Background: an optimization exercise with open tools, aiming at small area. Do not read the settings as production practice.
Function was checked by simulation only, so behaviour that the tests miss may differ from the original.
The flow treats the clock pin as an ideal source, which a real chip does not have.
Power and IR drop assume default switching activity.

==> run a: inputs <==
## pixel_compositor
module pixel_compositor (
    input  logic        Clk,
    input  logic        Reset,
    input  logic        frame_start,
    input  logic        de,
    input  logic [9:0]  DrawX,
    input  logic [9:0]  DrawY,
    input  logic [9:0]  X,
    input  logic [9:0]  Y,
    input  logic [9:0]  size,
    input  logic [7:0]  x_vec,
    input  logic [7:0]  y_vec,
    input  logic        map_en,
    input  logic        wall_on,
    input  logic [11:0] wall_color,
    input  logic [11:0] memdata,
    output logic [3:0]  Red,
    output logic [3:0]  Green,
    output logic [3:0]  Blue,
    output logic        out_valid,
    output logic        dots_ready
);
    logic [9:0] x_lat, y_lat, s_lat;
    logic [7:0] xv_lat, yv_lat;
    logic       par_ok;
    logic [9:0] x_dot, y_dot;
    logic [7:0] xv_dot, yv_dot;
    logic       dot_ok;
    logic [3:0] cnt;
    logic       rdy;
    assign par_ok = (cnt != 4'd0) || dot_ok;
    assign rdy    = (cnt == 4'd0) && dot_ok;
    always_ff @(posedge Clk) begin
        if (frame_start) begin
  ...
==> module pixel_compositor, before the edit <==
module pixel_compositor (
    input  logic        Clk,
    input  logic        Reset,
    input  logic        frame_start,
    input  logic        de,
    input  logic [9:0]  DrawX,
    input  logic [9:0]  DrawY,
    input  logic [9:0]  X,
    input  logic [9:0]  Y,
    input  logic [9:0]  size,
    input  logic [7:0]  x_vec,
    input  logic [7:0]  y_vec,
    input  logic        map_en,
    input  logic        wall_on,
    input  logic [11:0] wall_color,
    input  logic [11:0] memdata,
    output logic [3:0]  Red,
    output logic [3:0]  Green,
    output logic [3:0]  Blue,
    output logic        out_valid,
    output logic        dots_ready
);
    logic [9:0] x_lat, y_lat, s_lat;
    logic [7:0] xv_lat, yv_lat;
    logic       par_ok;
    logic [9:0] x_dot, y_dot;
    logic [7:0] xv_dot, yv_dot;
    logic       dot_ok;
    logic [3:0] cnt;
    logic       rdy;
    assign par_ok = (cnt != 4'd0) || dot_ok;
    assign rdy    = (cnt == 4'd0) && dot_ok;
    always_ff @(posedge Clk) begin
        if (frame_start) begin
            x_lat <= X; y_lat <= Y; s_lat <= size; xv_lat <= x_vec; yv_lat <= y_vec;
        end
        if (cnt == 4'd10 && !frame_start) begin
            x_dot <= x_lat; y_dot <= y_lat; xv_dot <= xv_lat; yv_dot <= yv_lat;
        end
    end
    always_ff @(posedge Clk) begin
        if (Reset) begin
            cnt <= '0; dot_ok <= 1'b0;
        end else if (frame_start) begin
            cnt <= 4'd1;
        end else if (cnt == 4'd10) begin
            cnt <= '0; dot_ok <= 1'b1;
        end else if (cnt != 4'd0) begin
            cnt <= cnt + 4'd1;
        end
    end
    logic [8:0] hx, hy;
    logic       dot_hit;
    dot_axis u_dx (.d(DrawX[7:0]), .p(x_dot), .a(xv_dot), .hit(hx));
    dot_axis u_dy (.d(DrawY[7:0]), .p(y_dot), .a(yv_dot), .hit(hy));
        assign dot_hit = dot_ok ? |(hx & hy) : (DrawX[7:0] == 8'd0 && DrawY[7:0] == 8'd0);
    logic signed [10:0] ddx, ddy;
    logic               player_hit;
    sub4 u_sx (.d(DrawX[7:0]), .p(x_lat), .r(ddx));
    sub4 u_sy (.d(DrawY[7:0]), .p(y_lat), .r(ddy));
    logic disc_in;
    disc_le u_disc (.dx(ddx), .dy(ddy), .s(s_lat), .le(disc_in));
        assign player_hit = par_ok && disc_in;
    logic above, below, in_map;
    col_cmp u_col (.y(DrawY), .m(memdata[7:0]), .above(above), .below(below));
    assign in_map = map_en && (DrawX <= 10'd160) && (DrawY <= 10'd120);
    logic [11:0] rgb1, rgb2;
    logic        v1, v2;
    logic [11:0] col;
    always_comb begin
        if (in_map) begin
            if (dot_hit)         col = 12'hFFF;
            else if (player_hit) col = 12'hF70;
            else if (wall_on)    col = wall_color;
            else                 col = 12'h004;
        end else begin
            if (above)           col = 12'h337;
            else if (below)      col = 12'h733;
            else                 col = {3{memdata[11:8]}};
        end
    end
    always_ff @(posedge Clk) begin
        if (Reset) begin
            rgb1 <= '0; v1 <= 1'b0; rgb2 <= '0; v2 <= 1'b0;
        end else begin
            rgb1 <= de ? col : 12'h000;
            v1   <= de;
            rgb2 <= rgb1;
            v2   <= v1;
        end
    end
    assign {Red, Green, Blue} = rgb2;
    assign out_valid  = v2;
    assign dots_ready = rdy;
endmodule
export LEC_CHECK = 0
export CAP_MARGIN = 20
export CORE_MARGIN = 2
export CORE_UTILIZATION = 40
export CTS_BUF_LIST = sky130_fd_sc_hd__clkbuf_8
export SLEW_MARGIN = 20
export SYNTH_HIERARCHICAL = 1
create_clock -name core_clock -period 12.0 [get_ports {Clk}]
standard.sh (not shown) runs the stock make flow with config.mk's settings and CLKGATE_MAP_FILE= SYNTH_SCRIPT=/design/flow/synth_recipe.tcl, a recipe that flattens the netlist after the stock synthesis.
==> flow/flow/run.sh <==
#!/bin/bash
set -e
export BUFFER_PORTS_ARGS="-buffer_cell sky130_fd_sc_hd__buf_1"
export CTS_ARGS="-sink_clustering_enable -repair_clock_nets -buf_list sky130_fd_sc_hd__clkbuf_8 -dont_use_dummy_load"
bash standard.sh > standard_flow.log 2>&1
==> inputs of run b, as changes to run a <==
--- a/flow/design.v
+++ b/flow/design.v
@@ -30,4 +30,2 @@
     logic       rdy;
-    assign par_ok = (cnt != 4'd0) || dot_ok;
-    assign rdy    = (cnt == 4'd0) && dot_ok;
     always_ff @(posedge Clk) begin
@@ -42,7 +40,7 @@
         if (Reset) begin
-            cnt <= '0; dot_ok <= 1'b0;
+            cnt <= '0; rdy <= 1'b0; par_ok <= 1'b0; dot_ok <= 1'b0;
         end else if (frame_start) begin
-            cnt <= 4'd1;
+            cnt <= 4'd1; rdy <= 1'b0; par_ok <= 1'b1;
         end else if (cnt == 4'd10) begin
-            cnt <= '0; dot_ok <= 1'b1;
+            cnt <= '0; rdy <= 1'b1; dot_ok <= 1'b1;
         end else if (cnt != 4'd0) begin
--- a/flow/flow/run.sh
+++ b/flow/flow/run.sh
@@ -4,2 +4,3 @@
 export CTS_ARGS="-sink_clustering_enable -repair_clock_nets -buf_list sky130_fd_sc_hd__clkbuf_8 -dont_use_dummy_load"
+export PRE_CTS_TCL="$(pwd)/flow/pre_cts.tcl"
 bash standard.sh > standard_flow.log 2>&1
==> flow/flow/pre_cts.tcl (new file) <==
set_max_fanout 16 [current_design]
==> comparison <==
- Between run a and run b, the lower synthesized cell count is in run a (gap 1.1%, measured against run b).
- Maximum frequency: run a is smaller than run b (0.63%).
- In run a the sequential share of layout area is lower than in run b, by 0.11 points.
- Between run a and run b, the lower non-clock buffer count is in run a (gap 10).
- In global-route usage, run a and run b hardly differ.
- Against run b, the sequential power of run a is smaller by about 2%.

re-timing with driven ports:
Ports are ideal in the flow. The routed layouts listed here were re-timed in OpenROAD.
Step 1, drivers: a clkbuf_16 drives Clk and a buf_2 each remaining input, both assumed.
Step 2 moves the port delays by t, midway between the first and last clock arrival at a register: inputs arrive t later, outputs are due t later. That takes back most of the time a late clock gives input paths.
Three values: ideal, step 1, step 2; two values: the first two.
run | shift t [ns] | setup WS [ns] | worst setup path at the end | clock arrival spread, ns
run a | 0.483 | 1.009 / 1.013 / 0.530 | input to register | 0.032 / 0.032
run b | 0.470 | 1.078 / 1.095 / 0.625 | input to register | 0.035 / 0.035
After both steps setup and hold are still met in every run listed. For run a, which loses most, drivers alone change the setup slack by +0.004 ns; drivers and shift together by -0.479 ns.
